This design comes from an exercise in tuning for small area on the open sky130 flow, not from production work. Only simulation tests tie the RTL to the original design; equivalence was not proved. Power and IR drop assume default switching activity.

==> flow/design.v (excerpt) <==
module morphPipeline (
    input  logic        PCLK,
    input  logic        reset_i,
    input  logic [7:0]  luma_i,
    input  logic [7:0]  threshold_i,
    input  logic [1:0]  mode_i,
    output logic [11:0] hCnt_o,
    output logic [10:0] vCnt_o,
    output logic        pixel_o,
    output logic [11:0] outHCnt_o,
    output logic [10:0] outVCnt_o,
    output logic        outValid_o
);
    logic [morphPkg::H_W-1:0] h;
    logic [morphPkg::V_W-1:0] v;
    logic       frameStart;
    logic       active;
    logic       bin;
    logic [1:0] modeLatch;
    logic [1:0] modeUse;
    logic       hEdge1, vEdge1, hEdge2, vEdge2;
    logic       s2;
    logic [2:0] outPipe;
    videoTiming timing (
        .PCLK    (PCLK),
        .reset_i (reset_i),
        .h_o     (h),
        .v_o     (v)
    );
    assign hCnt_o = {3'b000, h};
    assign vCnt_o = {3'b000, v};
    assign active     = ~(h[8] & h[6]) & ~(&v[7:4]);
    assign frameStart = (h == '0) && (v == '0);
    assign modeUse = frameStart ? mode_i : modeLatch;
    always_ff @(posedge PCLK) begin
        modeLatch <= modeUse;
    end
    binarizer binarize (
        .PCLK         (PCLK),
        .reset_i      (reset_i),
        .frameStart_i (frameStart),
        .active_i     (active),
        .luma_i       (luma_i),
        .threshold_i  (threshold_i),
        .bit_o        (bin)
    );
    assign hEdge1 = (h == 9'd2) || (h == 9'd321);
    assign vEdge1 = (v == 8'd2) || (v == 8'd241);
    assign hEdge2 = hEdge1 || (h == 9'd3) || (h == 9'd320);
  ...
Size in the first run: roughly 860 flip-flops, ~19000 µm² of cells after synthesis.
==> flow/config.mk <==
export PLATFORM = sky130hd
export DESIGN_NAME = morphPipeline
export DESIGN_NICKNAME = morphPipeline
export VERILOG_FILES = /design/flow/design.v
export SDC_FILE = /design/flow/constraint.sdc
export NUM_CORES = 4
export LEC_CHECK = 0
export CAP_MARGIN = 20
export CORE_MARGIN = 2
export CORE_UTILIZATION = 45
export CTS_BUF_LIST = sky130_fd_sc_hd__clkbuf_8
export CTS_CLUSTER_DIAMETER = 50
export CTS_CLUSTER_SIZE = 22
export SLEW_MARGIN = 20
==> flow/constraint.sdc <==
create_clock -name core_clock -period 10.0 [get_ports {PCLK}]
set_input_delay 2.0000 -clock core_clock [delete_from_list [all_inputs] [get_ports {PCLK}]]
set_output_delay 2.0000 -clock core_clock [all_outputs]
set_load 0.01 [all_outputs]
run.sh (not shown) runs the stock make flow with config.mk's settings and CLKGATE_MAP_FILE= SYNTH_SCRIPT=/design/flow/synth_recipe.tcl, a recipe that flattens the netlist after the stock synthesis.
The baseline ran to the end with no violations.
Edit:
--- a/flow/config.mk
+++ b/flow/config.mk
@@ -10,5 +10,5 @@
 export CORE_UTILIZATION = 45
 export CTS_BUF_LIST = sky130_fd_sc_hd__clkbuf_8
-export CTS_CLUSTER_DIAMETER = 50
-export CTS_CLUSTER_SIZE = 22
+export CTS_CLUSTER_DIAMETER = 60
+export CTS_CLUSTER_SIZE = 20
 export SLEW_MARGIN = 20
Total power is lower by 1.2%.
Combinational power is about the same.
Routed wire length hardly moves.
Critical path depth does not change.
Fmax is lower by 0.62%.
Setup slack loses 0.031 ns.

before:
morphPipeline, a different RTL version from the one above (not shown whole).
For scale: about 860 flip-flops, ~68 I/O pins, roughly 19,000 µm² of cells after synthesis.
==> flow/design.v (excerpt) <==
module morphPipeline (
    input  logic        PCLK,
    input  logic        reset_i,
    input  logic [7:0]  luma_i,
    input  logic [7:0]  threshold_i,
    input  logic [1:0]  mode_i,
    output logic [11:0] hCnt_o,
    output logic [10:0] vCnt_o,
    output logic        pixel_o,
    output logic [11:0] outHCnt_o,
    output logic [10:0] outVCnt_o,
    output logic        outValid_o
);
    logic [morphPkg::H_W-1:0] h;
    logic [morphPkg::V_W-1:0] v;
    logic       frameStart;
    logic       active;
    logic       bin;
    logic [1:0] modeLatch;
    logic [1:0] modeUse;
    logic       hEdge1, vEdge1, hEdge2, vEdge2;
    logic       s2;
    logic [2:0] outPipe;
    videoTiming timing (
        .PCLK    (PCLK),
        .reset_i (reset_i),
        .h_o     (h),
        .v_o     (v)
    );
    assign hCnt_o = {3'b000, h};
    assign vCnt_o = {3'b000, v};
    assign active     = ~(h[8] & h[6]) & ~(&v[7:4]);
    assign frameStart = (h == '0) && (v == '0);
    assign modeUse = frameStart ? mode_i : modeLatch;
    always_ff @(posedge PCLK) begin
        modeLatch <= modeUse;
    end
    binarizer binarize (
        .PCLK         (PCLK),
        .reset_i      (reset_i),
        .frameStart_i (frameStart),
        .active_i     (active),
        .luma_i       (luma_i),
        .threshold_i  (threshold_i),
        .bit_o        (bin)
    );
  ...
==> flow/config.mk <==
export PLATFORM = sky130hd
export DESIGN_NAME = morphPipeline
export DESIGN_NICKNAME = morphPipeline
export VERILOG_FILES = /design/flow/design.v
export SDC_FILE = /design/flow/constraint.sdc
export NUM_CORES = 4
export LEC_CHECK = 0
export ABC_AREA = 1
export CAP_MARGIN = 20
export CORE_MARGIN = 2
export CORE_UTILIZATION = 45
export CTS_BUF_LIST = sky130_fd_sc_hd__clkbuf_8
export CTS_CLUSTER_DIAMETER = 80
export CTS_CLUSTER_SIZE = 22
export SLEW_MARGIN = 20
==> flow/constraint.sdc <==
create_clock -name core_clock -period 10.0 [get_ports {PCLK}]
set_input_delay 2.0000 -clock core_clock [delete_from_list [all_inputs] [get_ports {PCLK}]]
set_output_delay 2.0000 -clock core_clock [all_outputs]
set_load 0.01 [all_outputs]
before ended with every stage complete and zero timing, DRC or antenna violations.
Modified inputs, after compared to before
Settings: swapping 80 for 60 in CTS_CLUSTER_DIAMETER; swapping 22 for 20 in CTS_CLUSTER_SIZE.
==> flow/flow/run.sh (new file) <==
#!/bin/bash
# The standard layout (the standard.sh, unchanged synthesis), with the
# port buffers that placement inserts made of the smallest buffer cell.
set -euo pipefail
export BUFFER_PORTS_ARGS="-buffer_cell sky130_fd_sc_hd__buf_1"
bash standard.sh > standard_flow.log 2>&1
==> flow/standard.sh (new file) <==
#!/bin/bash
# synth_recipe.tcl (not shown) runs the flow's synth.tcl, then flattens the netlist and writes it again
# the make line also repeats each setting of config.mk as NAME=value (left out here)
make -C /OpenROAD-flow-scripts/flow DESIGN_CONFIG=/design/flow/config.mk WORK_HOME=/design/flow/orfs CLKGATE_MAP_FILE= SYNTH_SCRIPT=/design/flow/synth_recipe.tcl "${@:-finish}"
removed: flow/run.sh
==> comparison <==
- Compared with before, in after critical path depth in cells roughly the same; I/O pin count flat; via count moved up; share of cell area taken by multi-input logic gates flat.
- Between before and after, the total power is lower for before.
- Sort before and after by area growth from synthesis to layout desc -> top: before

==> re-timing with driven ports <==
How much do the figures lean on ideal ports? The routed layouts below were timed once more, with nothing changed but the port constraints. Step 1 assumes that a clkbuf_16 drives the clock port and a buf_2 every other input. Step 2 also shifts input and output timing later by t, the mid clock arrival at the registers, as if the neighbouring blocks saw the same clock. Slacks: ideal / step 1 / step 2; pairs: ideal / step 1.
run | shift t [ns] | setup slack, ns | latest minus earliest clock arrival (ns)
the first run of note 1 | 0.674 | 5.059 / 5.014 / 4.950 | 0.028 / 0.028
the second run of note 1 | 0.682 | 5.029 / 4.981 / 4.964 | 0.047 / 0.047
before | 0.646 | 5.078 / 5.033 / 5.324 | 0.022 / 0.022
after | 0.678 | 5.508 / 5.462 / 5.712 | 0.016 / 0.016
After both steps setup and hold are still met in every run listed. For the first run of note 1, which loses most, drivers alone change the setup slack by -0.045 ns; drivers and shift together by -0.109 ns.
